Context: an optimization exercise on an open-source flow, tuned for small area, a short achievable clock period and few clock cycles per item. The choices shown serve that exercise and are no tape-out recipe.
In this exercise RTL edits were held to simulation tests only and were not proved equivalent to the original.

### flow/design.v
`timescale 1ns / 1ps
package adcsss_pkg;
   localparam logic [1:0] CH_TEMP = 2'd0;
   localparam logic [1:0] CH_VOLT = 2'd1;
   localparam logic [1:0] CH_CURR = 2'd2;
   localparam logic [7:0] MUX_TEMP = 8'h42;
   localparam logic [7:0] MUX_VOLT = 8'h03;
   localparam logic [7:0] MUX_CURR = 8'h04;
   localparam logic [13:0]        MV_PER_LSB_Q16 = 14'd10000;
   localparam logic [31:0]        TEMP_ROUND     = 32'h0000_0800;
   localparam logic signed [32:0] KELVIN_Q16     = 33'sd17901158;
   localparam logic signed [51:0] GAIN_ROUND     = 52'sd128;
   localparam logic signed [51:0] SMOOTH_ROUND   = 52'sd32768;
   localparam logic [16:0]        ALPHA_ONE      = 17'd65536;
   localparam logic [15:0]        VOLTAGE_GAIN_RST   = 16'd768;
   localparam logic [15:0]        CURRENT_GAIN_RST   = 16'd128;
   localparam logic signed [23:0] VOLTAGE_BIAS_RST   = 24'sd0;
   localparam logic signed [23:0] CURRENT_BIAS_RST   = 24'sd0;
   localparam logic [16:0]        TEMP_ALPHA_RST     = 17'd13107;
   localparam logic [16:0]        VOLTAGE_ALPHA_RST  = 17'd13107;
   localparam logic [16:0]        CURRENT_ALPHA_RST  = 17'd655;
   localparam logic [31:0]        TEMP_CAL_RST       = 32'd0;
   typedef enum logic [2:0] {
      REG_VOLTAGE_GAIN  = 3'd0,
      REG_CURRENT_GAIN  = 3'd1,
      REG_VOLTAGE_BIAS  = 3'd2,
      REG_CURRENT_BIAS  = 3'd3,
      REG_TEMP_ALPHA    = 3'd4,
      REG_VOLTAGE_ALPHA = 3'd5,
      REG_CURRENT_ALPHA = 3'd6,
      REG_TEMP_CAL      = 3'd7
   } reg_index_type;
   typedef struct packed {
      logic [15:0]        voltage_gain;
      logic [15:0]        current_gain;
      logic signed [23:0] voltage_bias;
      logic signed [23:0] current_bias;
      logic [16:0]        temp_alpha;
      logic [16:0]        voltage_alpha;
      logic [16:0]        current_alpha;
      logic [31:0]        temp_calibration;
   } cfg_type;
   typedef enum logic [2:0] {
      ST_IDLE,
      ST_SCALE,
      ST_VALUE,
      ST_SMOOTH,
      ST_UPDATE
   } state_type;
   typedef struct packed {
      logic load;
      logic scale;
      logic value;
      logic smooth;
      logic commit;
   } cmd_type;
endpackage
`timescale 1ns / 1ps
module adcsss_csr (
   input  logic                clock,
   input  logic                reset,
   input  logic                csr_we,
   input  logic [2:0]          csr_index,
   input  logic [31:0]         csr_wdata,
   output adcsss_pkg::cfg_type cfg
);
   adcsss_pkg::cfg_type cfg_ff;
   logic [16:0]         alpha_w;
   assign alpha_w = csr_wdata[16] ? adcsss_pkg::ALPHA_ONE : csr_wdata[16:0];
   always_ff @(posedge clock) begin
      if (reset) begin
         cfg_ff.voltage_gain     <= adcsss_pkg::VOLTAGE_GAIN_RST;
         cfg_ff.current_gain     <= adcsss_pkg::CURRENT_GAIN_RST;
         cfg_ff.voltage_bias     <= adcsss_pkg::VOLTAGE_BIAS_RST;
         cfg_ff.current_bias     <= adcsss_pkg::CURRENT_BIAS_RST;
         cfg_ff.temp_alpha       <= adcsss_pkg::TEMP_ALPHA_RST;
         cfg_ff.voltage_alpha    <= adcsss_pkg::VOLTAGE_ALPHA_RST;
         cfg_ff.current_alpha    <= adcsss_pkg::CURRENT_ALPHA_RST;
         cfg_ff.temp_calibration <= adcsss_pkg::TEMP_CAL_RST;
      end else if (csr_we) begin
         case (csr_index)
            adcsss_pkg::REG_VOLTAGE_GAIN:  cfg_ff.voltage_gain     <= csr_wdata[15:0];
            adcsss_pkg::REG_CURRENT_GAIN:  cfg_ff.current_gain     <= csr_wdata[15:0];
            adcsss_pkg::REG_VOLTAGE_BIAS:  cfg_ff.voltage_bias     <= csr_wdata[23:0];
            adcsss_pkg::REG_CURRENT_BIAS:  cfg_ff.current_bias     <= csr_wdata[23:0];
            adcsss_pkg::REG_TEMP_ALPHA:    cfg_ff.temp_alpha       <= alpha_w;
            adcsss_pkg::REG_VOLTAGE_ALPHA: cfg_ff.voltage_alpha    <= alpha_w;
            adcsss_pkg::REG_CURRENT_ALPHA: cfg_ff.current_alpha    <= alpha_w;
            default:                       cfg_ff.temp_calibration <= csr_wdata;
         endcase
      end
   end
   assign cfg = cfg_ff;
endmodule
`timescale 1ns / 1ps
module adcsss_ctrl (
   input  logic               clock,
   input  logic               reset,
   input  logic               res_valid,    
   input  logic [1:0]         res_channel,
   input  logic signed [31:0] res_value,
   output logic               go,           
   output logic               rsp_valid,
   input  logic               rsp_ready,
   output logic [1:0]         rsp_channel,
   output logic signed [31:0] rsp_smoothed_value,
   output logic [7:0]         rsp_next_mux
);
   logic               out_v_ff;
   logic [1:0]         out_ch_ff;
   logic signed [31:0] out_val_ff;
   assign go = !out_v_ff || rsp_ready;
   always_ff @(posedge clock) begin
      if (reset) begin
         out_v_ff <= 1'b0;
      end else if (go) begin
         out_v_ff <= res_valid;
      end
   end
   always_ff @(posedge clock) begin
      if (go) begin
         out_ch_ff  <= res_channel;
         out_val_ff <= res_value;
      end
   end
   assign rsp_valid          = out_v_ff;
   assign rsp_channel        = out_ch_ff;
   assign rsp_smoothed_value = out_val_ff;
   always_comb begin
      unique case (out_ch_ff)
         adcsss_pkg::CH_TEMP: rsp_next_mux = adcsss_pkg::MUX_VOLT;
         adcsss_pkg::CH_VOLT: rsp_next_mux = adcsss_pkg::MUX_CURR;
         default:             rsp_next_mux = adcsss_pkg::MUX_TEMP;
      endcase
   end
endmodule
`timescale 1ns / 1ps
module adcsss_csa_tree #(
   parameter int N = 3,
   parameter int W = 8
) (
   input  logic [N*W-1:0] rows,
   output logic [W-1:0]   sum,
   output logic [W-1:0]   carry
);
   function automatic integer count_at(input integer level);
      integer n, i;
      begin
         n = N;
         for (i = 0; i < level; i = i + 1) n = 2 * (n / 3) + n % 3;
         count_at = n;
      end
   endfunction
   function automatic integer depth(input integer dummy);
      integer n, i, l;
      begin
         n = N;
         l = 0;
         for (i = 0; i < 64; i = i + 1) begin
            if (n > 2) begin
               n = 2 * (n / 3) + n % 3;
               l = l + 1;
            end
         end
         depth = l;
      end
   endfunction
   localparam integer L = depth(0);
   for (genvar l = 0; l <= L; l++) begin : lv
      localparam integer NL = count_at(l);
      logic [NL*W-1:0] v;
      if (l == 0) begin : g_in
         assign v = rows;
      end else begin : g_red
         localparam integer NP = count_at(l - 1);
         for (genvar g = 0; g < NP / 3; g++) begin : g_fa
            logic [W-1:0] a, b, c;
            assign a = lv[l-1].v[(3*g)*W +: W];
            assign b = lv[l-1].v[(3*g+1)*W +: W];
            assign c = lv[l-1].v[(3*g+2)*W +: W];
            assign v[(2*g)*W +: W]   = a ^ b ^ c;
            assign v[(2*g+1)*W +: W] = {((a[W-2:0] & b[W-2:0]) | (a[W-2:0] & c[W-2:0])
                                        | (b[W-2:0] & c[W-2:0])), 1'b0};
         end
         for (genvar r = 0; r < NP % 3; r++) begin : g_pass
            assign v[(2*(NP/3)+r)*W +: W] = lv[l-1].v[(3*(NP/3)+r)*W +: W];
         end
      end
   end
   if (N == 1) begin : g_one
      assign sum   = lv[L].v[W-1:0];
      assign carry = '0;
   end else begin : g_two
      assign sum   = lv[L].v[W-1:0];
      assign carry = lv[L].v[2*W-1:W];
   end
endmodule
module adcsss_booth_enc #(
   parameter int D = 9
) (
   input  logic [2*D-1:0] y,       
   output logic [D-1:0]   one,
   output logic [D-1:0]   two,
   output logic [D-1:0]   neg
);
   logic [2*D:0] yy;
   assign yy = {y, 1'b0};
   for (genvar i = 0; i < D; i++) begin : g_d
      logic lo, mid, hi;
      assign lo     = yy[2*i];
      assign mid    = yy[2*i+1];
      assign hi     = yy[2*i+2];
      assign one[i] = mid ^ lo;
      assign two[i] = (hi & !mid & !lo) | (!hi & mid & lo);
      assign neg[i] = hi;
   end
endmodule
module adcsss_booth_rows #(
   parameter int WX = 29,
   parameter int D  = 9,
   parameter int W  = 45
) (
   input  logic signed [WX-1:0] x,
   input  logic [D-1:0]         one,
   input  logic [D-1:0]         two,
   input  logic [D-1:0]         neg,
   input  logic [W-1:0]         extra,
   output logic [D*W-1:0]       rows
);
   logic [WX:0]   xe;       
   logic [WX+1:0] x2;       
   assign xe = {x[WX-1], x};
   assign x2 = {xe, 1'b0};
   for (genvar i = 0; i < D; i++) begin : g_r
      logic [WX:0]  mag, r;
      logic [W-1:0] row;
      assign mag = ({(WX+1){one[i]}} & xe) | ({(WX+1){two[i]}} & x2[WX:0]);
      assign r   = mag ^ {(WX+1){neg[i]}};
      for (genvar j = 0; j < W; j++) begin : g_b
         if (j < 2*i) begin : g_lo
            if (i > 0 && j == 2*i - 2) begin : g_neg
               assign row[j] = neg[i-1];
            end else if (i == D - 1) begin : g_extra
               assign row[j] = extra[j];
            end else begin : g_zero
               assign row[j] = 1'b0;
            end
         end else if (j < 2*i + WX) begin : g_pp
            assign row[j] = r[j-2*i];
         end else if (i == 0) begin : g_first
            if (j == WX)          assign row[j] = r[WX];
            else if (j == WX + 1) assign row[j] = r[WX];
            else if (j == WX + 2) assign row[j] = !r[WX];
            else                  assign row[j] = 1'b0;
         end else begin : g_rest
            if (j == 2*i + WX)          assign row[j] = !r[WX];
            else if (j == 2*i + WX + 1) assign row[j] = 1'b1;
            else if (i == D - 1)        assign row[j] = 1'b1;
            else                        assign row[j] = 1'b0;
         end
      end
      assign rows[i*W +: W] = row;
   end
endmodule
module adcsss_dp (
   input  logic                clock,
   input  logic                reset,
   input  logic                go,
   input  logic                req_valid,
   output logic                req_ready,
   input  adcsss_pkg::cfg_type cfg,
   input  logic [13:0]         req_sample,
   output logic                res_valid,
   output logic [1:0]          res_channel,
   output logic signed [31:0]  res_value
);
   localparam int W1 = 45;    
   localparam int W2 = 48;    
   localparam [32:0] T274 = 33'd0 - (33'd274 << 16);
   logic [1:0]         ptr_ff;
   logic               isk_v_ff;
   logic [1:0]         isk_ch_ff;
   logic [13:0]        isk_s_ff;
   logic               accept;
   logic               v0;
   logic [1:0]         ch0;
   logic [13:0]        s0;
   logic               v1_ff, v2_ff, v3_ff, v4_ff, v5_ff, v6_ff;
   logic [1:0]         ch1_ff, ch2_ff, ch3_ff, ch4_ff, ch5_ff, ch6_ff;
   logic [28:0]        xs_ff, xc_ff;
   logic signed [28:0] x_ff;
   logic [8:0]         g_one_ff, g_two_ff, g_neg_ff;
   logic [W1-1:0]      ps_ff, pc_ff;
   logic signed [31:0] val_ff;
   logic               tadj_ff;      
   logic signed [32:0] diff_ff;
   logic [8:0]         a_one_ff, a_two_ff, a_neg_ff;
   logic [W2-1:0]      qs_ff, qc_ff;
   logic signed [31:0] avg0_ff, avg1_ff, avg2_ff;
   assign req_ready = !isk_v_ff;
   assign accept    = req_valid && !isk_v_ff;
   assign v0  = isk_v_ff || accept;
   assign ch0 = isk_v_ff ? isk_ch_ff : ptr_ff;
   assign s0  = isk_v_ff ? isk_s_ff : req_sample;
   logic signed [23:0] bias0;
   logic [28:0]        s29;
   logic [5*29-1:0]    vrows;
   logic [28:0]        vs, vc;
   logic [28:0]        xs_in, xc_in;
   assign bias0 = (ch0 == adcsss_pkg::CH_VOLT) ? cfg.voltage_bias : cfg.current_bias;
   assign s29   = {15'd0, s0};
   assign vrows = {s29 << 9, s29 << 7, s29, ~(s29 << 4), {bias0[23], bias0, 4'd0}};
   adcsss_csa_tree #(.N(5), .W(29)) u_tree0 (
      .rows  (vrows),
      .sum   (vs),
      .carry (vc)
   );
   assign xs_in = (ch0 == adcsss_pkg::CH_TEMP) ? {13'd0, cfg.temp_calibration[31:16]} : vs;
   assign xc_in = (ch0 == adcsss_pkg::CH_TEMP) ? ~{17'd0, s0[13:2]} : vc;
   logic [15:0]        opb;
   logic [8:0]         g_one, g_two, g_neg;
   always_comb begin
      unique case (ch1_ff)
         adcsss_pkg::CH_TEMP: opb = cfg.temp_calibration[15:0];
         adcsss_pkg::CH_VOLT: opb = cfg.voltage_gain;
         default:             opb = cfg.current_gain;
      endcase
   end
   adcsss_booth_enc #(.D(9)) u_genc (
      .y   ({2'b00, opb}),
      .one (g_one),
      .two (g_two),
      .neg (g_neg)
   );
   logic [9*W1-1:0]  rows1;
   logic [W1-1:0]    ps_in, pc_in;
   adcsss_booth_rows #(.WX(29), .D(9), .W(W1)) u_rows1 (
      .x     (x_ff),
      .one   (g_one_ff),
      .two   (g_two_ff),
      .neg   (g_neg_ff),
      .extra ((ch2_ff == adcsss_pkg::CH_TEMP) ? 45'd2048 : 45'd8),
      .rows  (rows1)
   );
   adcsss_csa_tree #(.N(9), .W(W1)) u_tree1 (
      .rows  (rows1),
      .sum   (ps_in),
      .carry (pc_in)
   );
   logic [W1-1:0]      p;
   logic [15:0]        kk;
   logic               tsat;
   logic signed [31:0] tval;
   logic signed [31:0] gval;
   logic signed [31:0] value;
   assign p    = ps_ff + pc_ff;
   assign kk   = p[27:12];
   assign tsat = (kk >= 16'd33042);
   assign tval = tsat ? 32'sh7fff_ffff : {kk, 16'd55706};
   assign gval = (p[44:35] == {10{p[35]}}) ? p[35:4]
               : (p[44] ? 32'sh8000_0000 : 32'sh7fff_ffff);
   assign value = (ch3_ff == adcsss_pkg::CH_TEMP) ? tval : gval;
   logic signed [31:0] avg4;
   logic [16:0]        alpha;
   logic [8:0]         a_one, a_two, a_neg;
   always_comb begin
      unique case (ch4_ff)
         adcsss_pkg::CH_TEMP: avg4 = avg0_ff;
         adcsss_pkg::CH_VOLT: avg4 = avg1_ff;
         default:             avg4 = avg2_ff;
      endcase
   end
   always_comb begin
      unique case (ch4_ff)
         adcsss_pkg::CH_TEMP: alpha = cfg.temp_alpha;
         adcsss_pkg::CH_VOLT: alpha = cfg.voltage_alpha;
         default:             alpha = cfg.current_alpha;
      endcase
   end
   logic [32:0] d3s, d3c;
   logic [32:0] diff_in;
   adcsss_csa_tree #(.N(3), .W(33)) u_tree_d (
      .rows  ({tadj_ff ? T274 : 33'd0, ~{avg4[31], avg4}, {val_ff[31] && !tadj_ff, val_ff}}),
      .sum   (d3s),
      .carry (d3c)
   );
   assign diff_in = d3s + d3c + 33'd1;
   adcsss_booth_enc #(.D(9)) u_aenc (
      .y   ({1'b0, alpha}),
      .one (a_one),
      .two (a_two),
      .neg (a_neg)
   );
   logic signed [31:0] avg5;
   logic [9*W2-1:0]    rows2;
   logic [10*W2-1:0]   rows2a;
   logic [W2-1:0]      qs_in, qc_in;
   always_comb begin
      unique case (ch5_ff)
         adcsss_pkg::CH_TEMP: avg5 = avg0_ff;
         adcsss_pkg::CH_VOLT: avg5 = avg1_ff;
         default:             avg5 = avg2_ff;
      endcase
   end
   adcsss_booth_rows #(.WX(33), .D(9), .W(W2)) u_rows2 (
      .x     (diff_ff),
      .one   (a_one_ff),
      .two   (a_two_ff),
      .neg   (a_neg_ff),
      .extra (48'd32768),
      .rows  (rows2)
   );
   assign rows2a = {avg5, 16'd0, rows2};
   adcsss_csa_tree #(.N(10), .W(W2)) u_tree2 (
      .rows  (rows2a),
      .sum   (qs_in),
      .carry (qc_in)
   );
   logic [W2-1:0] acc;
   assign acc         = qs_ff + qc_ff;
   assign res_valid   = v6_ff;
   assign res_channel = ch6_ff;
   assign res_value   = acc[47:16];
   always_ff @(posedge clock) begin
      if (reset) begin
         ptr_ff    <= adcsss_pkg::CH_TEMP;
         isk_v_ff  <= 1'b0;
      end else begin
         if (accept) ptr_ff <= (ptr_ff == adcsss_pkg::CH_CURR) ? adcsss_pkg::CH_TEMP : ptr_ff + 2'd1;
         if (go) isk_v_ff <= 1'b0;
         else if (accept) isk_v_ff <= 1'b1;
      end
   end
   always_ff @(posedge clock) begin
      if (!isk_v_ff) begin
         isk_ch_ff <= ptr_ff;
         isk_s_ff  <= req_sample;
      end
   end
   always_ff @(posedge clock) begin
      if (reset) begin
         v1_ff     <= 1'b0;
         v2_ff     <= 1'b0;
         v3_ff     <= 1'b0;
         v4_ff     <= 1'b0;
         v5_ff     <= 1'b0;
         v6_ff     <= 1'b0;
         avg0_ff   <= '0;
         avg1_ff   <= '0;
         avg2_ff   <= '0;
      end else if (go) begin
         v1_ff <= v0;
         v2_ff <= v1_ff;
         v3_ff <= v2_ff;
         v4_ff <= v3_ff;
         v5_ff <= v4_ff;
         v6_ff <= v5_ff;
         if (v6_ff && ch6_ff == adcsss_pkg::CH_TEMP) avg0_ff <= res_value;
         if (v6_ff && ch6_ff == adcsss_pkg::CH_VOLT) avg1_ff <= res_value;
         if (v6_ff && ch6_ff == adcsss_pkg::CH_CURR) avg2_ff <= res_value;
      end
   end
   always_ff @(posedge clock) begin
      if (go) begin
         ch1_ff   <= ch0;
         ch2_ff   <= ch1_ff;
         ch3_ff   <= ch2_ff;
         ch4_ff   <= ch3_ff;
         ch5_ff   <= ch4_ff;
         ch6_ff   <= ch5_ff;
         xs_ff    <= xs_in;
         xc_ff    <= xc_in;
         x_ff     <= xs_ff + xc_ff + 29'd1;
         g_one_ff <= g_one;
         g_two_ff <= g_two;
         g_neg_ff <= g_neg;
         ps_ff    <= ps_in;
         pc_ff    <= pc_in;
         val_ff   <= value;
         tadj_ff  <= (ch3_ff == adcsss_pkg::CH_TEMP) && !tsat;
         diff_ff  <= diff_in;
         a_one_ff <= a_one;
         a_two_ff <= a_two;
         a_neg_ff <= a_neg;
         qs_ff    <= qs_in;
         qc_ff    <= qc_in;
      end
   end
endmodule
`timescale 1ns / 1ps
module adc_scan_scale_smooth (
   input  logic                clock,
   input  logic                reset,
   input  logic                req_valid,
   output logic                req_ready,
   input  logic [13:0]         req_sample,
   output logic                rsp_valid,
   input  logic                rsp_ready,
   output logic [1:0]          rsp_channel,
   output logic signed [31:0]  rsp_smoothed_value,
   output logic [7:0]          rsp_next_mux,
   input  logic                csr_we,
   input  logic [2:0]          csr_index,
   input  logic [31:0]         csr_wdata
);
   adcsss_pkg::cfg_type cfg;
   logic                go;
   logic                res_valid;
   logic [1:0]          res_channel;
   logic signed [31:0]  res_value;
   adcsss_csr u_csr (
      .clock     (clock),
      .reset     (reset),
      .csr_we    (csr_we),
      .csr_index (csr_index),
      .csr_wdata (csr_wdata),
      .cfg       (cfg)
   );
   adcsss_dp u_dp (
      .clock       (clock),
      .reset       (reset),
      .go          (go),
      .req_valid   (req_valid),
      .req_ready   (req_ready),
      .cfg         (cfg),
      .req_sample  (req_sample),
      .res_valid   (res_valid),
      .res_channel (res_channel),
      .res_value   (res_value)
   );
   adcsss_ctrl u_ctrl (
      .clock              (clock),
      .reset              (reset),
      .res_valid          (res_valid),
      .res_channel        (res_channel),
      .res_value          (res_value),
      .go                 (go),
      .rsp_valid          (rsp_valid),
      .rsp_ready          (rsp_ready),
      .rsp_channel        (rsp_channel),
      .rsp_smoothed_value (rsp_smoothed_value),
      .rsp_next_mux       (rsp_next_mux)
   );
endmodule
### flow/flow/run.sh
#!/bin/bash
# The standard layout, with three changes to how it is made:
#  - Yosys synth without its early "abc -fast" pass (-noabc), so that
#    extract_fa finds the carry-save adders without inverted polarities;
#  - port buffers of a plain buffer cell instead of the default delay cell;
#  - timing repair aimed 5.5 ns below the clock period.
# The clock period, SDC and everything else are the standard flow's. Each tool's output is
# in orfs/logs/ (ORFS) and in standard.log.
set -euo pipefail
bash standard.sh SYNTH_ARGS=-noabc SETUP_SLACK_MARGIN=5.5 \
  "BUFFER_PORTS_ARGS=-buffer_cell sky130_fd_sc_hd__buf_2" finish > standard.log 2>&1
### flow/standard.sh
#!/bin/bash
# synth_recipe.tcl (not shown) runs the flow's synth.tcl, then flattens the netlist and writes it again
# the make line also repeats each setting of config.mk as NAME=value (left out here)
make -C /OpenROAD-flow-scripts/flow DESIGN_CONFIG=/design/flow/config.mk WORK_HOME=/design/flow/orfs CLKGATE_MAP_FILE= SYNTH_SCRIPT=/design/flow/synth_recipe.tcl "${@:-finish}"
### flow/config.mk
export PLATFORM = sky130hd
export DESIGN_NAME = adc_scan_scale_smooth
export DESIGN_NICKNAME = adc_scan_scale_smooth
export VERILOG_FILES = /design/flow/design.v
export SDC_FILE = /design/flow/constraint.sdc
export NUM_CORES = 4
export LEC_CHECK = 0
export CAP_MARGIN = 20
export CORE_MARGIN = 2
export CORE_UTILIZATION = 40
export CTS_BUF_LIST = sky130_fd_sc_hd__clkbuf_4
export CTS_CLUSTER_SIZE = 20
export SLEW_MARGIN = 20
### flow/constraint.sdc
create_clock -name core_clock -period 9.5 [get_ports {clock}]
set_input_delay 1.9000 -clock core_clock [delete_from_list [all_inputs] [get_ports {clock}]]
set_output_delay 1.9000 -clock core_clock [all_outputs]
set_load 0.01 [all_outputs]
==> notes.md, run 1 <==
- The first-pass GRT wire length is 242000 µm.
- The mux contribution to synthesized area is 2.87%.
- In this run the vertical extent of the chip is 375 µm.
- Yosys printed 3 warnings.
- The most used flip-flop cell after synthesis is edfxtp_1.
- Once placement completed, the tool counted placed cells totaling 6823.
- The final HPWL from detailed placement is 103000 µm.
- The largest family of logic cells by synthesized area is adder cells.
- The number of global-route vias before repair was 42500.
- The average footprint of a synthesized cell is 10.4 µm².
- After global routing the overflow that remains totals 0.
- The final-report hold violation count is 0.
- Summing the areas of all compound-gate instances in the mapped netlist gives 16.0% of the synthesized area.
- The post-synth design cell area is 55000 µm².
- The count of nets left with antenna violations once routing finished came out at 0.
- The largest net degree at the start of global routing is 146.
- The floorplan step defined a die boundary enclosing 140000 µm².
- At the worst endpoint, the required time is 10400 ps.
- The number of levels in the clock H-tree is 4.
- The number of placement rows is 136.
- The share of synthesized registers carrying an async set or reset is 0%.
- Traced cell by cell, the critical path runs through buf_4 -> clkbuf_16 -> a22oi_2 -> xnor2_1 -> fa_2 -> fa_1 -> fa_2 -> fa_1 -> fa_1.
- The routed layout has 41500 vias.
- In the layout the commonest cells are nand2_1 (620), xnor2_1 (551), fa_1 (471), a22oi_1 (433), edfxtp_1 (416).
- The number of distinct library cells after synthesis is 86.
- The number of clock buffers added by TritonCTS is 189.
- Along the worst path, the maximum fanout reaches 8.
- The slew at the pin closest to its max-slew limit is 1140 ps.
- The flow ran to the end and the layout has no timing, DRC or antenna violations.
- The ratio of cells with drive above 1 in the final layout is 16.3%.
- After detailed routing, the average wire length per cell comes to 21.4 µm.
- The standard cell area after detailed placement is 56700 µm².
- The total global routing track utilization is 22.0%.
- The initial antenna violation count is 3.
- For this block, the initial DRC count from the detailed router was 3495.
- The synthesis-to-finish area growth is 13.6%.
- The TritonCTS clock tree is done.
- At the end of routability-driven placement, the weighted congestion stood at 0.867.
- After detailed routing, the number of remaining DRC violations is 0.
- In this run the standard cell core region covers 137000 µm².
- The non-filler instance count after layout is 7356.
- In this run, synthesis inferred 416 flip-flops with an integrated enable.
- The worst pin sits at a relative slew slack of 24.0%.
- The number of I/O port buffers is 93.
- The type of the worst setup path is reg2reg.
- For this configuration, the core starts out at a cell density of 40.1%.
- For this run, the register share of the synthesized area comes to 33.1%.
- Setup repair after global routing could not meet its margin everywhere.
- The iteration count of the initial detailed-routing pass is 7.
- The critical path's slowest cell is fa_2.
- The count of hold buffers inserted by post-cts repair is 0.
- The per-cell via count in the routed design is 5.64.
- After detailed routing, the total wire length is 158000 µm.
- Timing would allow up to 250 MHz.
- The instance count of the mapped netlist is 5308.
- The largest single stage delay on the critical path is 590 ps.
- The count of max-cap constraint violations is 0.
- 98 I/O pins were placed.
- The most common library cell in the layout ignoring fill and taps is nand2_1.
- The final sum of negative setup slack is 0 ps.
- Counting along the longest clock path gives a buffer depth of 3.
- Of the total synthesized cell area, the portion taken by full adders, half adders and majority gates is 24.8%.
- The worst path uses 42.2% of the clock period.
- The min-delay analysis places its worst path in the category reg2reg.
- The floorplan step set the die width to 375 µm.
- The final-stage net count is 6233.
- The total count of max-transition violations in the final report is 0.
- Hold is met by 441 ps.
- For the worst-skew pair, the clock arrives at the later sink with an insertion delay of 1220 ps.
- The type of origin of the critical path is a flop.
- The xor and xnor area share after synthesis is 10.1%.
- The register clock-pin slew on the reported worst setup and hold paths is 80 ps.
- After Yosys synthesis, and, or, nand and nor cells account for 8.51% of the synthesized area.
- The worst path in the final design needs a cycle of 4010 ps, including I/O delays and setup.
- Clock tree synthesis found a total of 701 sinks.
- The tree is rooted in a clkbuf_4.
- The number of failing setup endpoints in the final timing report is 0.
- The area of all placed cells without fillers is 62400 µm².
- STA classifies the critical path endpoint as a flop.
- The most numerous cell type found on the critical path is fa_1.
- The critical path arrival is 4910 ps.
- In this run, synthesis produced a sequential element count of 701.
- For the final database, setup skew stands at 88.7 ps.
worst max-delay path: cells and delay by family, from the launching register on:
| kind | cells | cell delay (ps) |
|---|---|---|
| xor gates and xnor gates | 1 | 160 |
| DFF | 1 | 440 |
| AOI/OAI and AO/OA | 1 | 210 |
| buffers and inverters | 2 | 390 |
| adders and majority gates | 5 | 2510 |
cell type report:
type / instances / area (µm²)
Inverter: 194 / 758
Clock inverter: 61 / 368
Clock buffer: 286 / 2150
Antenna cell: 14 / 35.0
Fill cell: 12700 / 74500
Tap cell: 1794 / 2240
Sequential cell: 701 / 18200
Multi-Input combinational cell: 3965 / 35400
Timing Repair Buffer: 341 / 3300
state kept, by name (all words and copies together) (netlist names), 7 cells and up:
register,cells
u_dp.qc_ff,42
u_dp.avg1_ff,32
u_dp.a_one_ff,9
u_dp.a_two_ff,9
u_dp.isk_s_ff,14
u_dp.avg2_ff,32
u_csr.cfg_ff,163
u_dp.val_ff,32
u_dp.qs_ff,43
u_dp.g_one_ff,9
u_ctrl.out_val_ff,32
u_dp.xc_ff,29
u_dp.avg0_ff,32
u_dp.a_neg_ff,8
u_dp.x_ff,29
u_dp.ps_ff,41
u_dp.xs_ff,29
u_dp.g_two_ff,8
u_dp.diff_ff,33
u_dp.g_neg_ff,7
u_dp.pc_ff,41
what timing repair did:
item / 4_1_cts / 5_1_grt
pin swaps: 18 / 143
gates cloned: 6 / 7
setup endpoints to repair: 171 / 131
gates resized for setup: 96 / 201
buffers inserted: 114 / 45
through the flow:
stage	setup WS [ps]	utilization, %
after global routing	5380	45.6
final	5490	45.6
after CTS	5480	44.6
after detailed placement	4410	41.4
after global placement	4420	41.4
after floorplan	5340	-
synthesized netlist by cell type (5+ instances only):
cell,n,area share (%)
nor2b_1,25,0.28
a211o_1,29,0.46
o21a_1,16,0.22
o21bai_1,21,0.29
clkbuf_1,382,2.6
a31oi_1,17,0.19
and3_1,20,0.23
or3_1,6,0.068
or2_2,5,0.057
a211oi_1,24,0.33
mux2i_1,119,2.2
buf_1,58,0.40
nand3_1,32,0.29
a21boi_0,6,0.082
nor2_1,170,1.2
a21oi_1,365,3.3
nand3b_1,24,0.33
buf_2,6,0.055
nor4_1,10,0.11
dfxtp_1,285,10
o211ai_1,6,0.082
o21ai_0,158,1.4
xor2_1,68,1.1
xnor2_1,567,9.0
a22o_1,30,0.48
nand2_1,621,4.2
o21ai_1,13,0.12
o31ai_1,7,0.096
o211a_1,10,0.18
ha_1,281,6.4
nand4_1,14,0.16
nor3_1,20,0.18
inv_1,193,1.3
a311o_1,6,0.11
fa_1,506,18
edfxtp_1,416,23
a22oi_1,485,6.6
nand2b_1,49,0.56
mux2_2,33,0.68
o31a_1,5,0.080
and2_1,52,0.59
a21o_1,72,0.98
a211oi_2,5,0.11
a31o_2,6,0.096
final timing paths:
| check | cells past startpoint | startpoint | to | slack (ps) |
|---|---|---|---|---|
| worst max-delay path | 9 | u_dp.a_one_ff[3] | u_dp.qs_ff[35] | 5490 |
| worst max register to register | 9 | u_dp.a_one_ff[3] | u_dp.qs_ff[35] | 5490 |
| worst min-delay path | 2 | u_dp.v4_ff | u_dp.v5_ff | 440 |
| worst min register to register | 2 | u_dp.v4_ff | u_dp.v5_ff | 440 |
kinds of logic after synthesis:
kind of cell | count (synthesis)
multiplexers | 153
buffers and inverters | 646
XOR/XNOR | 636
other | 1
flip-flops | 701
adder cells (fa/ha/maj) | 787
AND/OR/NAND/NOR | 1063
AO/OA/AOI/OAI | 1321
routing by layer:
| metal | up-vias | GRT usage, % | share of wire, % |
|---|---|---|---|
| li1 | 18800 | - | - |
| met1 | 20600 | 28.9 | 42 |
| met2 | 1736 | 35.5 | 47 |
| met3 | 336 | 4.81 | 8.1 |
| met4 | 0 | 8.09 | 3.2 |
| met5 | - | 0 | 0 |
Testbench counts, summed over its fixed seeds: cycles 4,856, samples 4,800.
==> inputs of run 2 (changes only) <==
--- a/flow/config.mk
+++ b/flow/config.mk
@@ -8,6 +8,7 @@
 export CAP_MARGIN = 20
 export CORE_MARGIN = 2
 export CORE_UTILIZATION = 40
-export CTS_BUF_LIST = sky130_fd_sc_hd__clkbuf_4
-export CTS_CLUSTER_SIZE = 20
+export CTS_BUF_LIST = sky130_fd_sc_hd__clkbuf_16
+export CTS_CLUSTER_DIAMETER = 100
+export CTS_CLUSTER_SIZE = 30
 export SLEW_MARGIN = 20
==> run 2 against run 1 <==
Still clean on timing, DRC and antenna; die area unchanged; critical path depth rose by 7; sequential share of layout area is 0.79 points higher; first-iteration DRC count is 3.6% higher; synthesized area unchanged; global-route usage shrank 0.65 points; design area fell by 2.6%; critical endpoint is now u_dp.val_ff[11]; largest cell class unchanged; highest routed layer unchanged.
==> notes.md, run 2 <==
- The count of hold buffers inserted by post-cts repair is 0 (unchanged).
- The first-pass GRT wire length is 237000 µm (was 242000 µm).
- The iteration count of the initial detailed-routing pass is 6 (was 7).
- CP cell instances: ha_4 -> fa_2 -> a211oi_2 -> nor2_2 -> a21oi_1 -> a21oi_2 -> a31o_2 -> o31a_1 -> and2_1 -> nor4_4 -> o221ai_4 -> buf_6 -> nor3_4 -> buf_12 -> buf_12 -> a21oi_2 (was buf_4 -> clkbuf_16 -> a22oi_2 -> xnor2_1 -> fa_2 -> fa_1 -> fa_2 -> fa_1 -> fa_1).
- The number of levels in the clock H-tree is 2 (was 4).
- The final routed wirelength across all metal layers came to 155000 µm (was 158000 µm).
- The maximum fanout count along the critical path is 7 (was 8).
- The routed wire length per instance is 22.0 µm (was 21.4 µm).
- The number of sinks on the clock net came to 701 (unchanged).
- The buffer cell driving the clock tree root is clkbuf_16 (was clkbuf_4).
- The slack of the worst reg-to-reg path was 5460 ps (was 5490 ps).
- The biggest cell delay along the critical path came to 430 ps (was 590 ps).
- The count of max-cap constraint violations is 0 (unchanged).
- The number of I/O port buffers is 93 (unchanged).
- The final-stage net count is 6067 (was 6233).
- The die area came to 140000 µm² (unchanged).
- The area fraction of the dominant cell type after synthesis is 22.7% (unchanged).
- The initial cell density of the core is 40.1% (unchanged).
- The number of distinct library cells after synthesis is 86 (unchanged).
- The number of warnings printed during yosys synthesis was 3 (unchanged).
- The endpoint of the worst register-to-register path is u_dp.val_ff[11] (was u_dp.qs_ff[35]).
- The sequential area share after synthesis came to 33.1% (unchanged).
- The x dimension of the die is 375 µm (unchanged).
- The number of remaining DRC errors is 0 (unchanged).
- The most common library cell in the layout ignoring fill and taps is nand2_1 (unchanged).
- The final sum of negative setup slack is 0 ps (unchanged).
- The worst reg-to-reg path cell count was 16 (was 9).
- The setup slack of the critical path after layout is 5460 ps (was 5490 ps).
- The top register by number of flip-flops is u_csr.cfg_ff (unchanged).
- The pre-CTS worst setup slack is 4410 ps (unchanged).
- The register clock-pin slew on the reported worst setup and hold paths was 110 ps (was 80 ps).
- The number of global-route vias before repair is 40800 (was 42500).
- The instance count of the mapped netlist came to 5308 (unchanged).
- The per-cell via count in the routed design is 5.72 (was 5.64).
- The share of synthesized registers carrying an async set or reset is 0% (unchanged).
- The non-filler instance count after layout is 7047 (was 7356).
- The total number of cells along the worst setup path is 16 (was 9).
- The worst-skew pair later-pin latency is 680 ps (was 1220 ps).
- The class of the tightest hold or removal check is reg2reg (unchanged).
- The average footprint of a synthesized cell came to 10.4 µm² (unchanged).
- The area of all placed cells without fillers is 60800 µm² (was 62400 µm²).
- The type of origin of the critical path was a flop (unchanged).
- The standard cell area after detailed placement is 56700 µm² (unchanged).
- The top-level port count is 98 (unchanged).
- The kind of cell adding the most delay to the critical path is compound AO/OA/AOI/OAI gates (was adder cells).
- The type of the worst setup path is reg2reg (unchanged).
- The number of buffers on the longest clock path was 3 (unchanged).
- The data required time at the worst endpoint came to 9880 ps (was 10400 ps).
- The count of flip-flops with a built-in enable after synthesis is 416 (unchanged).
- Setup repair after global routing missed its margin: true (unchanged).
- The buffers plus inverters on the worst setup path is 3 (was 2).
- The number of flip-flops under the largest register name is 163 (unchanged).
- Cell types with the highest counts after synthesis: nand2_1 (621), xnor2_1 (567), fa_1 (506) (unchanged).
- The final HPWL from detailed placement is 103000 µm (unchanged).
- The remaining antenna violation count after routing was 0 (unchanged).
- The critical path's slowest cell is edfxtp_1 (was fa_2).
- The slew at the pin closest to its max-slew limit was 1110 ps (was 1140 ps).
- The total global routing track utilization is 21.3% (was 22.0%).
- Leading cell types in the layout, fill and taps excluded: nand2_1 (619), xnor2_1 (555), fa_1 (493), a22oi_1 (449), edfxtp_1 (416) (was nand2_1 (620), xnor2_1 (551), fa_1 (471), a22oi_1 (433), edfxtp_1 (416)).
- The largest net degree at the start of global routing came to 146 (unchanged).
- The cell taking the most area after synthesis is edfxtp_1 (unchanged).
- The final weighted congestion in routability-driven placement was 0.867 (unchanged).
- The maximum clock skew at final layout was 70.2 ps (was 88.7 ps).
- The initial antenna violation count was 0 (was 3).
- The final-report hold violation count is 0 (unchanged).
- The startpoint of the most critical setup path was u_dp.ps_ff[4] (was u_dp.a_one_ff[3]).
- The total count of max-transition violations in the final report came to 0 (unchanged).
- The worst hold slack after final layout was 458 ps (was 441 ps).
- Dominant cells by area after synthesis: edfxtp_1 (23%), fa_1 (18%), dfxtp_1 (10%) (unchanged).
- The number of failing setup endpoints in the final timing report is 0 (unchanged).
- The ratio of cells with drive above 1 in the final layout was 11.4% (was 16.3%).
- The post-synth design cell area came to 55000 µm² (unchanged).
- The most used flip-flop cell after synthesis is edfxtp_1 (unchanged).
- The cell total after placement is 6823 (unchanged).
- The flip-flop and latch count after synthesis is 701 (unchanged).
- The peak clock frequency supported by timing was 248 MHz (was 250 MHz).
- The TritonCTS clock tree is done (unchanged).
- The element type at the critical path end is a flop (unchanged).
- Largest registers in the final layout: u_csr.cfg_ff x163, u_dp.qs_ff x43, u_dp.qc_ff x42 (unchanged).
- The clock buffer count from CTS was 34 (was 189).
- The launch instance of the worst register-to-register path is u_dp.ps_ff[4] (was u_dp.a_one_ff[3]).
- Result of the run: finished clean (unchanged).
- The destination of the critical timing path is u_dp.val_ff[11] (was u_dp.qs_ff[35]).
- The area of the core was 137000 µm² (unchanged).
- The number of placement rows came to 136 (unchanged).
- The relative max-transition margin is 26.3% (was 24.0%).
- The die boundary height came to 375 µm (unchanged).
- The leftover overflow at the end of global routing is 0 (unchanged).
- The violation count after the first detailed-routing iteration is 3621 (was 3495).
- The synthesis-to-finish area growth is 10.6% (was 13.6%).
- The total via count after detailed routing is 40300 (was 41500).
- The most repeated cell in the gate-level netlist after synthesis is nand2_1 (unchanged).
- The critical path arrival is 4410 ps (was 4910 ps).
- The final period utilization came to 42.5% (was 42.2%).
- The shortest period the worst path allows was 4040 ps (was 4010 ps).
==> run 2: changes by cell type in the layout (fill, tap and decap cells not counted), moves of 16 or more <==
| cell | change |
|---|---|
| a22oi_2 | -16 |
| clkinv_1 | -35 |
| clkbuf_4 | -286 |
| fa_1 | +22 |
| fa_2 | -22 |
| clkbuf_16 | +33 |
| a22oi_1 | +16 |
==> run 2: cell type report <==
class	instances	area, µm²
Antenna cell	1	2.50
Clock inverter	28	268
Clock buffer	34	851
Fill cell	12700	76200
Multi-Input combinational cell	3966	35300
Tap cell	1794	2240
Inverter	194	758
Timing Repair Buffer	329	3180
Sequential cell	701	18200
==> run 2: per-stage QoR <==
stage          utilization (%)
2_1_floorplan                -
3_3_place_gp              41.4
3_5_place_dp              41.4
4_1_cts                   43.4
5_1_grt                   44.4
6_report                  44.4
==> run 2: logic make-up after synthesis <==
group	synth area share, %
other cells	0.00682
buf+inv	4.48
simple gates	8.51
compound gates	16.0
mux	2.87
fa+ha+maj	24.8
flops	33.1
xor+xnor	10.1
==> run 2: what timing repair did <==
| action | CTS | global route |
|---|---|---|
| cloned | 4 | 8 |
| hold endpoints to repair | 0 | 0 |
| endpoints found under the setup margin | 334 | 115 |
| setup buffers | 108 | 41 |
| gates resized for setup | 76 | 176 |
| pin swaps | 17 | 104 |
==> run 2: how the worst min path moves through the flow <==
stage	from	endpoint	slack, ps	depth (start not counted)
5_1_grt	u_csr.cfg_ff[95]	u_csr.cfg_ff[95]	480	2
6_report	u_dp.v5_ff	u_dp.v5_ff	460	2
3_5_place_dp	u_csr.cfg_ff[12]	u_csr.cfg_ff[12]	450	2
2_1_floorplan	u_dp.ch1_ff[0]	u_dp.ch2_ff[0]	420	0
3_3_place_gp	u_csr.cfg_ff[120]	u_csr.cfg_ff[120]	440	2
4_1_cts	u_dp.v5_ff	u_dp.v5_ff	460	2
==> run 2: layer usage <==
layer	track usage [%]	part of all wire (%)	vias to the layer above
li1	-	-	18300
met1	29.0	43	20200
met2	35.0	47	1543
met3	3.21	7.0	273
met4	6.43	2.8	0
met5	0	0	-
==> run 2: worst reg2reg max path, delay by kind of cell (launching register included) <==
family / cells / cell delay (ps)
adders and majority gates: 2 / 570
and+or+nand+nor: 4 / 740
DFF: 1 / 430
buffers and inverters: 3 / 470
AOI/OAI and AO/OA: 7 / 1510
==> inputs of run 3 (changes only) <==
--- a/flow/flow/run.sh
+++ b/flow/flow/run.sh
@@ -7,5 +7,5 @@
 # The clock period, SDC and everything else are the standard flow's. Each tool's output is
 # in orfs/logs/ (ORFS) and in standard.log.
 set -euo pipefail
-bash standard.sh SYNTH_ARGS=-noabc SETUP_SLACK_MARGIN=5.5 \
+bash standard.sh SYNTH_ARGS=-noabc SETUP_SLACK_MARGIN=5.4 \
   "BUFFER_PORTS_ARGS=-buffer_cell sky130_fd_sc_hd__buf_2" finish > standard.log 2>&1
--- a/flow/config.mk
+++ b/flow/config.mk
@@ -9,6 +9,6 @@
 export CORE_MARGIN = 2
 export CORE_UTILIZATION = 40
 export CTS_BUF_LIST = sky130_fd_sc_hd__clkbuf_16
-export CTS_CLUSTER_DIAMETER = 100
-export CTS_CLUSTER_SIZE = 30
+export CTS_CLUSTER_DIAMETER = 150
+export CTS_CLUSTER_SIZE = 20
 export SLEW_MARGIN = 20
==> run 3 against run 2 <==
Critical path depth grew 1; critical endpoint is now u_dp.diff_ff[32]; cell count shrank 0.13%; highest routed layer unchanged; register-to-register slack lost 40 ps; largest cell class unchanged; synthesized cell count is the same; critical path type unchanged.
==> notes.md, run 3 <==
- The first-pass GRT wire length came to 235000 µm (was 237000 µm).
- The leftover overflow at the end of global routing was 0 (unchanged).
- The area fraction of the dominant cell type after synthesis is 22.7% (unchanged).
- The top-level port count is 98 (unchanged).
- The count of max-cap constraint violations is 0 (unchanged).
- The number of flip-flops under the largest register name is 163 (unchanged).
- The relative max-transition margin is 26.4% (was 26.3%).
- The number of global-route vias before repair is 40600 (was 40800).
- The die area is 140000 µm² (unchanged).
- The total global routing track utilization is 21.0% (was 21.3%).
- The synthesis-to-finish area growth came to 8.89% (was 10.6%).
- The number of placement rows came to 136 (unchanged).
- The maximum clock skew at final layout is 43.3 ps (was 70.2 ps).
- The violation count after the first detailed-routing iteration was 3289 (was 3621).
- Result of the run: finished clean (unchanged).
- The count of hold buffers inserted by post-cts repair is 0 (unchanged).
- The count of fill cells added during filler insertion is 12800 (was 12700).
- The post-synthesis share of cell area spent on full adders, half adders and majority gates is 24.8% (unchanged).
- The share of synthesized registers carrying an async set or reset came to 0% (unchanged).
- The shortest period the worst path allows was 4080 ps (was 4040 ps).
- The clock buffer count from CTS is 41 (was 34).
- The final-stage net count came to 6054 (was 6067).
- The sequential area share after synthesis was 33.1% (unchanged).
- The simple-gate share of the synthesized area was 8.51% (unchanged).
- The number of sinks on the clock net is 701 (unchanged).
- The worst-case hold path end point was u_csr.cfg_ff[103] (was u_dp.v5_ff).
- The x dimension of the die was 375 µm (unchanged).
- The post-synth design cell area is 55000 µm² (unchanged).
- The cell count of the worst hold path is 2 (unchanged).
- Leading cell types in the layout, fill and taps excluded: nand2_1 (619), xnor2_1 (565), fa_1 (503), a22oi_1 (483), edfxtp_1 (416) (was nand2_1 (619), xnor2_1 (555), fa_1 (493), a22oi_1 (449), edfxtp_1 (416)).
- The most repeated cell in the gate-level netlist after synthesis is nand2_1 (unchanged).
- The launch instance of the worst register-to-register path is u_dp.ch4_ff[1] (was u_dp.ps_ff[4]).
- The xor and xnor area share after synthesis is 10.1% (unchanged).
- The number of failing setup endpoints in the final timing report is 0 (unchanged).
- The type of origin of the critical path is a flop (unchanged).
- The sequential cell area in the final layout is 18200 µm² (about the same).
- The class of the tightest hold or removal check is reg2reg (unchanged).
- Cell types with the highest counts after synthesis: nand2_1 (621), xnor2_1 (567), fa_1 (506) (unchanged).
- The critical path's slowest cell is a311o_1 (was edfxtp_1).
- The final period utilization is 43.0% (was 42.5%).
- The total count of max-transition violations in the final report is 0 (unchanged).
- The largest net degree at the start of global routing is 108 (was 146).
- The slew at the pin closest to its max-slew limit is 1100 ps (was 1110 ps).
- Largest registers in the final layout: u_csr.cfg_ff x163, u_dp.qs_ff x43, u_dp.qc_ff x42 (unchanged).
- Dominant cells by area after synthesis: edfxtp_1 (23%), fa_1 (18%), dfxtp_1 (10%) (unchanged).
- The slack of the worst reg-to-reg path came to 5420 ps (was 5460 ps).
- CP cell instances: buf_4 -> buf_12 -> nor2_1 -> a21oi_1 -> ha_1 -> fa_2 -> a21o_1 -> a21oi_2 -> o21bai_1 -> a211o_1 -> a31oi_4 -> o2111ai_2 -> a311o_1 -> a31oi_4 -> o21ai_0 -> a21oi_1 -> xnor2_1 (was ha_4 -> fa_2 -> a211oi_2 -> nor2_2 -> a21oi_1 -> a21oi_2 -> a31o_2 -> o31a_1 -> and2_1 -> nor4_4 -> o221ai_4 -> buf_6 -> nor3_4 -> buf_12 -> buf_12 -> a21oi_2).
- The data required time at the worst endpoint is 9920 ps (was 9880 ps).
- The final sum of negative setup slack is 0 ps (unchanged).
- The type of the worst setup path is reg2reg (unchanged).
- The die boundary height is 375 µm (unchanged).
- The initial cell density of the core is 40.1% (unchanged).
- The mux contribution to synthesized area is 2.87% (unchanged).
- The final routed wirelength across all metal layers was 150000 µm (was 155000 µm).
- The initial antenna violation count is 2 (was 0).
- The non-filler instance count after layout is 7038 (was 7047).
- The flip-flop and latch count after synthesis is 701 (unchanged).
- The TritonCTS clock tree is done (unchanged).
- The count of flip-flops with a built-in enable after synthesis is 416 (unchanged).
- The endpoint of the worst register-to-register path is u_dp.diff_ff[32] (was u_dp.val_ff[11]).
- The iteration count of the initial detailed-routing pass came to 6 (unchanged).
- The cell total after placement was 6826 (was 6823).
- The remaining antenna violation count after routing was 0 (unchanged).
- The instance count of the mapped netlist is 5308 (unchanged).
- The element type at the critical path end is a flop (unchanged).
- The ratio of cells with drive above 1 in the final layout is 9.19% (was 11.4%).
- The number of warnings printed during yosys synthesis was 3 (unchanged).
- The final weighted congestion in routability-driven placement was 0.886 (was 0.867).
- The maximum fanout count along the critical path was 25 (was 7).
- The number of distinct library cells after synthesis is 86 (unchanged).
- The peak clock frequency supported by timing is 245 MHz (was 248 MHz).
- The average footprint of a synthesized cell is 10.4 µm² (unchanged).
- The biggest cell delay along the critical path was 460 ps (was 430 ps).
- The worst reg-to-reg path cell count is 17 (was 16).
- The buffer cell driving the clock tree root is clkbuf_16 (unchanged).
- The critical path arrival is 4500 ps (was 4410 ps).
- The hold path startpoint is u_csr.cfg_ff[103] (was u_dp.v5_ff).
- The per-cell via count in the routed design is 5.66 (was 5.72).
- The routed wire length per instance is 21.3 µm (was 22.0 µm).
- The final HPWL from detailed placement is 103000 µm (about the same).
- The most common library cell in the layout ignoring fill and taps was nand2_1 (unchanged).
- The number of remaining DRC errors is 0 (unchanged).
- The number of buffers on the longest clock path is 3 (unchanged).
- The post-synthesis compound-gate area fraction is 16.0% (unchanged).
- The cell taking the most area after synthesis is edfxtp_1 (unchanged).
- The area of the core came to 137000 µm² (unchanged).
- The register clock-pin slew on the reported worst setup and hold paths is 90 ps (was 110 ps).
- The total via count after detailed routing is 39800 (was 40300).
- Setup repair after global routing missed its margin: true (unchanged).
- The worst-skew pair later-pin latency was 670 ps (was 680 ps).
- The final-report hold violation count was 0 (unchanged).
- The most used flip-flop cell after synthesis is edfxtp_1 (unchanged).
- The largest family of logic cells by synthesized area was adder cells (unchanged).
- The top register by number of flip-flops is u_csr.cfg_ff (unchanged).
- The number of levels in the clock H-tree is 2 (unchanged).
- The multi-input gate area in the final layout came to 34700 µm² (was 35300 µm²).
- The number of I/O port buffers is 93 (unchanged).
## run 3: cell families after synthesis
group	Yosys count
DFF	701
other	1
buffers and inverters	646
muxes	153
and+or+nand+nor	1063
AOI/OAI and AO/OA	1321
adders and majority gates	787
xor gates and xnor gates	636
## run 3: routing by layer
layer | vias up | routed length (µm) | GRT usage [%]
met5 | - | 0 | 0
met4 | 0 | 4070 | 6.40
met3 | 218 | 10100 | 3.31
met2 | 1391 | 70300 | 34.6
met1 | 20000 | 65100 | 28.5
li1 | 18200 | - | -
## run 3: what timing repair did
item,CTS,global route
pin swaps,10,22
endpoints found under the hold margin,0,0
gates cloned,4,0
buffers inserted,108,24
setup endpoints to repair,96,92
resized for setup,33,59
## run 3: area by class of cell
cell class	count	area share, %
well taps	1794	3.75
clock buffers	41	1.71
multi-input cells	3965	58.0
inverters	194	1.27
flip-flops and latches	701	30.4
clock inverters	32	0.360
diodes	1	0.00418
repair buffers	310	4.46
## run 3: worst max path at each step
stage | start | endpoint | slack (ps) | cells after the start
floorplan | req_sample[5] | u_dp.xs_ff[9] | 5340 | 6
global placement | u_dp.ch4_ff[1] | u_dp.diff_ff[31] | 4550 | 16
detailed placement | u_dp.ch4_ff[1] | u_dp.diff_ff[31] | 4520 | 16
CTS | u_dp.pc_ff[4] | u_dp.val_ff[16] | 5400 | 13
global route | u_dp.ch4_ff[0] | u_dp.diff_ff[30] | 5220 | 17
finish | u_dp.ch4_ff[1] | u_dp.diff_ff[32] | 5420 | 17
## run 3: critical path, delay by kind of cell, from the launching register on
family / cells / cell delay [ps]
AO/OA/AOI/OAI: 11 / 2150
adder cells (fa/ha/maj): 2 / 740
flip-flops: 1 / 410
buffers and inverters: 2 / 340
AND/OR/NAND/NOR: 1 / 110
XOR/XNOR: 1 / 80
## run 3: per-stage QoR
step	worst slack (ps)	util [%]	cell area (µm²)	hold slack, ps
2_1_floorplan	5340	-	55100	424
3_3_place_gp	4550	41.4	56600	441
3_5_place_dp	4520	41.4	56700	446
4_1_cts	5400	43.3	59300	458
5_1_grt	5220	43.7	59800	474
6_report	5420	43.7	59800	456
==> inputs of run 4 (changes only) <==
--- a/flow/flow/run.sh
+++ b/flow/flow/run.sh
@@ -7,5 +7,5 @@
 # The clock period, SDC and everything else are the standard flow's. Each tool's output is
 # in orfs/logs/ (ORFS) and in standard.log.
 set -euo pipefail
-bash standard.sh SYNTH_ARGS=-noabc SETUP_SLACK_MARGIN=5.4 \
+bash standard.sh SETUP_SLACK_MARGIN=5.5 \
   "BUFFER_PORTS_ARGS=-buffer_cell sky130_fd_sc_hd__buf_2" finish > standard.log 2>&1
==> run 4 against run 3 <==
Highest routed layer unchanged; worst setup slack improved by 29 ps; wire length rose by 2.3%; critical endpoint is now u_dp.diff_ff[30]; synthesized area rose by 2.4%; critical path type unchanged.
==> notes.md, run 4 <==
- Result of the run: finished clean (unchanged).
- The final weighted congestion in routability-driven placement is 0.861 (was 0.886).
- The final period utilization came to 42.7% (was 43.0%).
- Dominant cells by area after synthesis: edfxtp_1 (22%), fa_1 (18%), dfxtp_1 (10%) (was edfxtp_1 (23%), fa_1 (18%), dfxtp_1 (10%)).
- The launch instance of the worst register-to-register path is u_dp.ch4_ff[0] (was u_dp.ch4_ff[1]).
- The shortest period the worst path allows is 4050 ps (was 4080 ps).
- The number of distinct library cells after synthesis was 89 (was 86).
- The data required time at the worst endpoint came to 9900 ps (was 9920 ps).
- The area of the core is 140000 µm² (was 137000 µm²).
- The destination of the critical timing path is u_dp.diff_ff[30] (was u_dp.diff_ff[32]).
- Cell types with the highest counts after synthesis: nand2_1 (682), inv_1 (560), fa_1 (500) (was nand2_1 (621), xnor2_1 (567), fa_1 (506)).
- The cell taking the most area after synthesis is edfxtp_1 (unchanged).
- The largest net degree at the start of global routing is 147 (was 108).
- The count of max-cap constraint violations is 0 (unchanged).
- The clock buffer count from CTS is 41 (unchanged).
- The leftover overflow at the end of global routing is 0 (unchanged).
- The peak clock frequency supported by timing is 247 MHz (was 245 MHz).
- The class of the tightest hold or removal check is reg2reg (unchanged).
- The average footprint of a synthesized cell is 9.82 µm² (was 10.4 µm²).
- The worst reg-to-reg path cell count was 17 (unchanged).
- The per-cell via count in the routed design is 5.51 (was 5.66).
- The final sum of negative setup slack was 0 ps (unchanged).
- The remaining antenna violation count after routing is 0 (unchanged).
- The number of levels in the clock H-tree is 2 (unchanged).
- The worst-skew pair later-pin latency is 650 ps (was 670 ps).
- The number of buffers on the longest clock path is 3 (unchanged).
- The die area came to 144000 µm² (was 140000 µm²).
- The maximum clock skew at final layout is 22.0 ps (was 43.3 ps).
- The buffer cell driving the clock tree root is clkbuf_16 (unchanged).
- The number of global-route vias before repair was 42500 (was 40600).
- The flip-flop and latch count after synthesis is 701 (unchanged).
- The iteration count of the initial detailed-routing pass is 9 (was 6).
- The top-level port count came to 98 (unchanged).
- The x dimension of the die came to 379 µm (was 375 µm).
- The final HPWL from detailed placement is 105000 µm (was 103000 µm).
- Leading cell types in the layout, fill and taps excluded: nand2_1 (679), inv_1 (581), fa_1 (495), a22oi_1 (443), edfxtp_1 (416) (was nand2_1 (619), xnor2_1 (565), fa_1 (503), a22oi_1 (483), edfxtp_1 (416)).
- The final-stage net count is 6462 (was 6054).
- The number of warnings printed during yosys synthesis is 3 (unchanged).
- The total via count after detailed routing came to 41600 (was 39800).
- The violation count after the first detailed-routing iteration is 3474 (was 3289).
- The routed wire length per instance is 20.3 µm (was 21.3 µm).
- The first-pass GRT wire length is 241000 µm (was 235000 µm).
- The synthesis-to-finish area growth is 10.0% (was 8.89%).
- The number of I/O port buffers is 93 (unchanged).
- The slew at the pin closest to its max-slew limit was 1080 ps (was 1100 ps).
- The count of flip-flops with a built-in enable after synthesis came to 416 (unchanged).
- The die boundary height came to 379 µm (was 375 µm).
- The area of all placed cells without fillers came to 61900 µm² (was 59800 µm²).
- The initial antenna violation count is 2 (unchanged).
- The number of failing setup endpoints in the final timing report is 0 (unchanged).
- The maximum fanout count along the critical path came to 5 (was 25).
- The total global routing track utilization is 21.1% (was 21.0%).
- Largest registers in the final layout: u_csr.cfg_ff x163, u_dp.qs_ff x43, u_dp.qc_ff x42 (unchanged).
- The type of the worst setup path is reg2reg (unchanged).
- The initial cell density of the core is 40.3% (was 40.1%).
- The number of remaining DRC errors is 0 (unchanged).
- The startpoint of the most critical setup path is u_dp.ch4_ff[0] (was u_dp.ch4_ff[1]).
- The top register by number of flip-flops is u_csr.cfg_ff (unchanged).
- The count of hold buffers inserted by post-cts repair is 0 (unchanged).
- The standard cell area after detailed placement is 58000 µm² (was 56700 µm²).
- The final-report hold violation count came to 0 (unchanged).
- The slack of the worst reg-to-reg path came to 5450 ps (was 5420 ps).
- The most used flip-flop cell after synthesis is edfxtp_1 (unchanged).
- The endpoint of the worst register-to-register path was u_dp.diff_ff[30] (was u_dp.diff_ff[32]).
- The number of placement rows came to 137 (was 136).
- The final routed wirelength across all metal layers is 153000 µm (was 150000 µm).
- The number of flip-flops under the largest register name is 163 (unchanged).
- The share of synthesized registers carrying an async set or reset is 0% (unchanged).
- The ratio of cells with drive above 1 in the final layout came to 9.89% (was 9.19%).
- Setup repair after global routing missed its margin: true (unchanged).
- The number of sinks on the clock net is 701 (unchanged).
- The relative max-transition margin came to 27.9% (was 26.4%).
- The area fraction of the dominant cell type after synthesis came to 22.2% (was 22.7%).
- The most common library cell in the layout ignoring fill and taps is nand2_1 (unchanged).
- The total count of max-transition violations in the final report is 0 (unchanged).
- The count of fill cells added during filler insertion is 13400 (was 12800).
- The register clock-pin slew on the reported worst setup and hold paths is 100 ps (was 90 ps).
- The critical path arrival is 4450 ps (was 4500 ps).
- The most repeated cell in the gate-level netlist after synthesis is nand2_1 (unchanged).
- The post-synth design cell area is 56300 µm² (was 55000 µm²).
- The setup slack of the critical path after layout came to 5450 ps (was 5420 ps).
- The pre-CTS worst setup slack is 4380 ps (was 4520 ps).
- The instance count of the mapped netlist came to 5726 (was 5308).
- The TritonCTS clock tree is done (unchanged).
- The share of the core filled with cells is 44.4% (was 43.7%).
- The element type at the critical path end was a flop (unchanged).
- The type of origin of the critical path was a flop (unchanged).
- The sequential area share after synthesis is 32.3% (was 33.1%).
run 4: cell count changes in the layout (fill, tap and decap cells not counted), moves of 19 or more:
cell / before / now
inv_1: 216 / 581
xnor2_1: 565 / 386
xor2_1: 67 / 245
nand2_1: 619 / 679
a22oi_1: 483 / 443
a22oi_2: 2 / 42
nor2_1: 165 / 198
a21oi_1: 361 / 386
a21o_1: 72 / 48
ha_1: 273 / 252
o21ai_0: 153 / 134
run 4: layout make-up:
cell class	count	area, µm²	share of cell area, %
inverter	562	2140	3.45
sequential	701	18200	29.4
clock buffer	41	1030	1.66
antenna	4	10.0	0.0162
tap	1876	2350	3.79
multi-input combinational	4010	34900	56.4
timing repair buffer	325	3090	4.99
clock inverter	32	183	0.295
run 4: cell families after synthesis:
group | synth area share (%)
multiplexers | 2.84
XOR/XNOR | 9.98
adder cells (fa/ha/maj) | 23.7
AND/OR/NAND/NOR | 8.82
other | 0.00667
AO/OA/AOI/OAI | 15.4
buffers and inverters | 6.93
flip-flops | 32.3
run 4: per-stage QoR:
stage / hold slack [ps] / std cells
finish: 454 / 7551
global placement: 439 / 7320
CTS: 457 / 7506
floorplan: 417 / 5729
global route: 475 / 7547
detailed placement: 446 / 7320
run 4: routing by layer:
layer  routed length [µm]  vias to the layer above  part of all wire, %  GRT usage [%]
li1                     -                    19100                    -              -
met1                65500                    20800                   43           28.0
met2                73000                     1397                   48           35.4
met3                 9610                      281                  6.3           2.96
met4                 4950                        0                  3.2           6.81
met5                    0                        -                    0          0.377
run 4: worst max-delay path, stage by stage (launching register included):
cell and delay, ps:
edfxtp_1 510, buf_12 190, mux2i_2 160, nor2_1 50
a21oi_1 130, ha_1 290, fa_2 380, a211o_1 300
a21oi_2 180, o21ai_2 80, a221o_1 330, a21o_1 190
a41o_1 200, a41o_1 230, o21a_1 190, nor4_1 170
nor3_1 80, xor2_1 140
run 4: worst min path at each step:
stage | from | endpoint | cells past startpoint
5_1_grt | u_csr.cfg_ff[87] | u_csr.cfg_ff[87] | 2
3_3_place_gp | u_csr.cfg_ff[93] | u_csr.cfg_ff[93] | 2
4_1_cts | u_csr.cfg_ff[92] | u_csr.cfg_ff[92] | 2
2_1_floorplan | u_dp.ch2_ff[0] | u_dp.ch3_ff[0] | 0
3_5_place_dp | u_csr.cfg_ff[92] | u_csr.cfg_ff[92] | 2
6_report | u_dp.v4_ff | u_dp.v4_ff | 2
run 4: what timing repair did:
action / 4_1_cts / 5_1_grt
cloned: 5 / 5
gates resized for setup: 63 / 132
setup buffers: 108 / 35
setup endpoints to repair: 209 / 122
pin swaps: 19 / 44
==> inputs of run 5 (changes only) <==
--- a/flow/flow/run.sh
+++ b/flow/flow/run.sh
@@ -7,5 +7,5 @@
 # The clock period, SDC and everything else are the standard flow's. Each tool's output is
 # in orfs/logs/ (ORFS) and in standard.log.
 set -euo pipefail
-bash standard.sh SETUP_SLACK_MARGIN=5.5 \
+bash standard.sh SYNTH_ARGS=-noabc SETUP_SLACK_MARGIN=5.5 \
   "BUFFER_PORTS_ARGS=-buffer_cell sky130_fd_sc_hd__buf_2" finish > standard.log 2>&1
==> run 5 against run 4 <==
Wire length increased by 0.69%; synthesized area decreased by 2.3%; critical path depth unchanged; still clean; core utilization about the same; fmax increased by 1.7%; count of clock-buffer cells in the layout increased by 1; die area decreased by 2.3%; first-iteration DRC count increased by 0.75%.
==> notes.md, run 5 <==
- The top register by number of flip-flops is u_csr.cfg_ff (unchanged).
- The largest net degree at the start of global routing is 146 (was 147).
- The data required time at the worst endpoint is 9900 ps (about the same).
- The antenna cell count was 0 (was 4).
- The per-cell via count in the routed design was 5.73 (was 5.51).
- The setup slack of the critical path after layout is 5510 ps (was 5450 ps).
- Leading cell types in the layout, fill and taps excluded: nand2_1 (619), xnor2_1 (557), fa_1 (491), a22oi_1 (452), edfxtp_1 (416) (was nand2_1 (679), inv_1 (581), fa_1 (495), a22oi_1 (443), edfxtp_1 (416)).
- The clock buffer count from CTS came to 41 (unchanged).
- The type of the worst setup path is reg2reg (unchanged).
- The total count of max-transition violations in the final report is 0 (unchanged).
- The share of the core filled with cells came to 44.4% (about the same).
- The initial antenna violation count came to 2 (unchanged).
- The area of the core came to 137000 µm² (was 140000 µm²).
- The first-pass GRT wire length came to 238000 µm (was 241000 µm).
- Result of the run: finished clean (unchanged).
- The post-synth design cell area was 55000 µm² (was 56300 µm²).
- The x dimension of the die was 375 µm (was 379 µm).
- The number of global-route vias before repair is 40900 (was 42500).
- The element type at the critical path end is a flop (unchanged).
- The standard cell area after detailed placement came to 56700 µm² (was 58000 µm²).
- The maximum clock skew at final layout is 39.1 ps (was 22.0 ps).
- The cell taking the most area after synthesis is edfxtp_1 (unchanged).
- The final routed wirelength across all metal layers is 154000 µm (was 153000 µm).
- The most common library cell in the layout ignoring fill and taps was nand2_1 (unchanged).
- The met1 global-route usage is 29.1% (was 28.0%).
- The most used flip-flop cell after synthesis is edfxtp_1 (unchanged).
- The register clock-pin slew on the reported worst setup and hold paths is 90 ps (was 100 ps).
- The number of buffers on the longest clock path is 3 (unchanged).
- The remaining antenna violation count after routing is 0 (unchanged).
- The area fraction of the dominant cell type after synthesis is 22.7% (was 22.2%).
- The flip-flop and latch count after synthesis is 701 (unchanged).
- The sequential area share after synthesis came to 33.1% (was 32.3%).
run 5: worst max-delay path: cells and delay by family, from the launching register on:
family                     cells  cell delay, ps
AOI/OAI and AO/OA             11            1920
DFF                            1             450
adders and majority gates      2             720
xor gates and xnor gates       1              80
buffers and inverters          2             360
and+or+nand+nor                1             140
run 5: final timing paths:
check,from,endpoint,slack (ps),depth (start not counted)
setup reg to reg,u_dp.ch4_ff[1],u_dp.diff_ff[30],5510,17
hold / removal,u_csr.cfg_ff[101],u_csr.cfg_ff[101],460,2
setup / recovery,u_dp.ch4_ff[1],u_dp.diff_ff[30],5510,17
hold reg to reg,u_csr.cfg_ff[101],u_csr.cfg_ff[101],460,2
run 5: layout make-up:
class	instances	area [µm²]	share of cell area [%]
multi-input combinational	3965	35200	57.9
sequential	701	18200	29.9
timing repair buffer	326	3150	5.17
tap	1794	2240	3.69
clock buffer	42	1050	1.73
inverter	194	758	1.25
clock inverter	32	211	0.348
run 5: repair_timing:
item	4_1_cts	5_1_grt
setup endpoints to repair	335	115
pin swaps	16	88
buffers inserted	112	35
gates resized for setup	81	166
cloned	4	6
run 5: per-layer routing:
layer | wire length, µm | share of wire (%)
met1 | 66000 | 43
met2 | 72200 | 47
met3 | 11100 | 7.2
met4 | 4830 | 3.1
met5 | 0 | 0
run 5: cell families (layout without fill, tap and decap cells):
group	after synthesis	after routing	synth area share, %
buf+inv	646	594	4.48
other cells	1	4	0.00682
mux	153	153	2.87
xor+xnor	636	636	10.1
compound gates	1321	1321	16.0
flops	701	701	33.1
simple gates	1063	1064	8.51
fa+ha+maj	787	787	24.8
run 5: stage by stage:
step | hold slack, ps | std cells
after floorplan | 424 | 5311
after global placement | 440 | 6823
after detailed placement | 446 | 6823
after CTS | 458 | 7013
after global routing | 474 | 7054
final | 457 | 7054

## separate check: timing with driven ports
How much do the figures lean on ideal ports? The routed layouts below were timed once more, with nothing changed but the port constraints. Step 1 assumes that a clkbuf_16 drives the clock port and a buf_2 every other input. Step 2, shift: input delay + t, output delay - t, t = (earliest + latest rising clock arrival at the registers) / 2. This alone moves slack from input paths to output paths. Three values: ideal ports, drivers, drivers and shift; two values: the first two.
run | shift t [ns] | setup WS [ns] | hold WS [ns] | worst setup path after step 2 | worst data-port slew with drivers (ns)
run 1 | 1.252 | 5.493 / 5.493 / 4.496 | 0.441 / 0.441 / 0.441 | input to register | 0.06
run 2 | 0.718 | 5.462 / 5.462 / 5.072 | 0.458 / 0.458 / 0.458 | input to register | 0.06
run 3 | 0.724 | 5.418 / 5.418 / 4.831 | 0.456 / 0.456 / 0.456 | input to register | 0.05
run 4 | 0.716 | 5.447 / 5.447 / 5.091 | 0.454 / 0.454 / 0.454 | input to register | 0.06
run 5 | 0.724 | 5.513 / 5.513 / 5.085 | 0.457 / 0.457 / 0.457 | input to register | 0.06
After both steps every run listed still meets setup and hold. For run 1, which loses most, drivers alone change the setup slack by 0.000 ns; drivers and shift together by -0.997 ns.
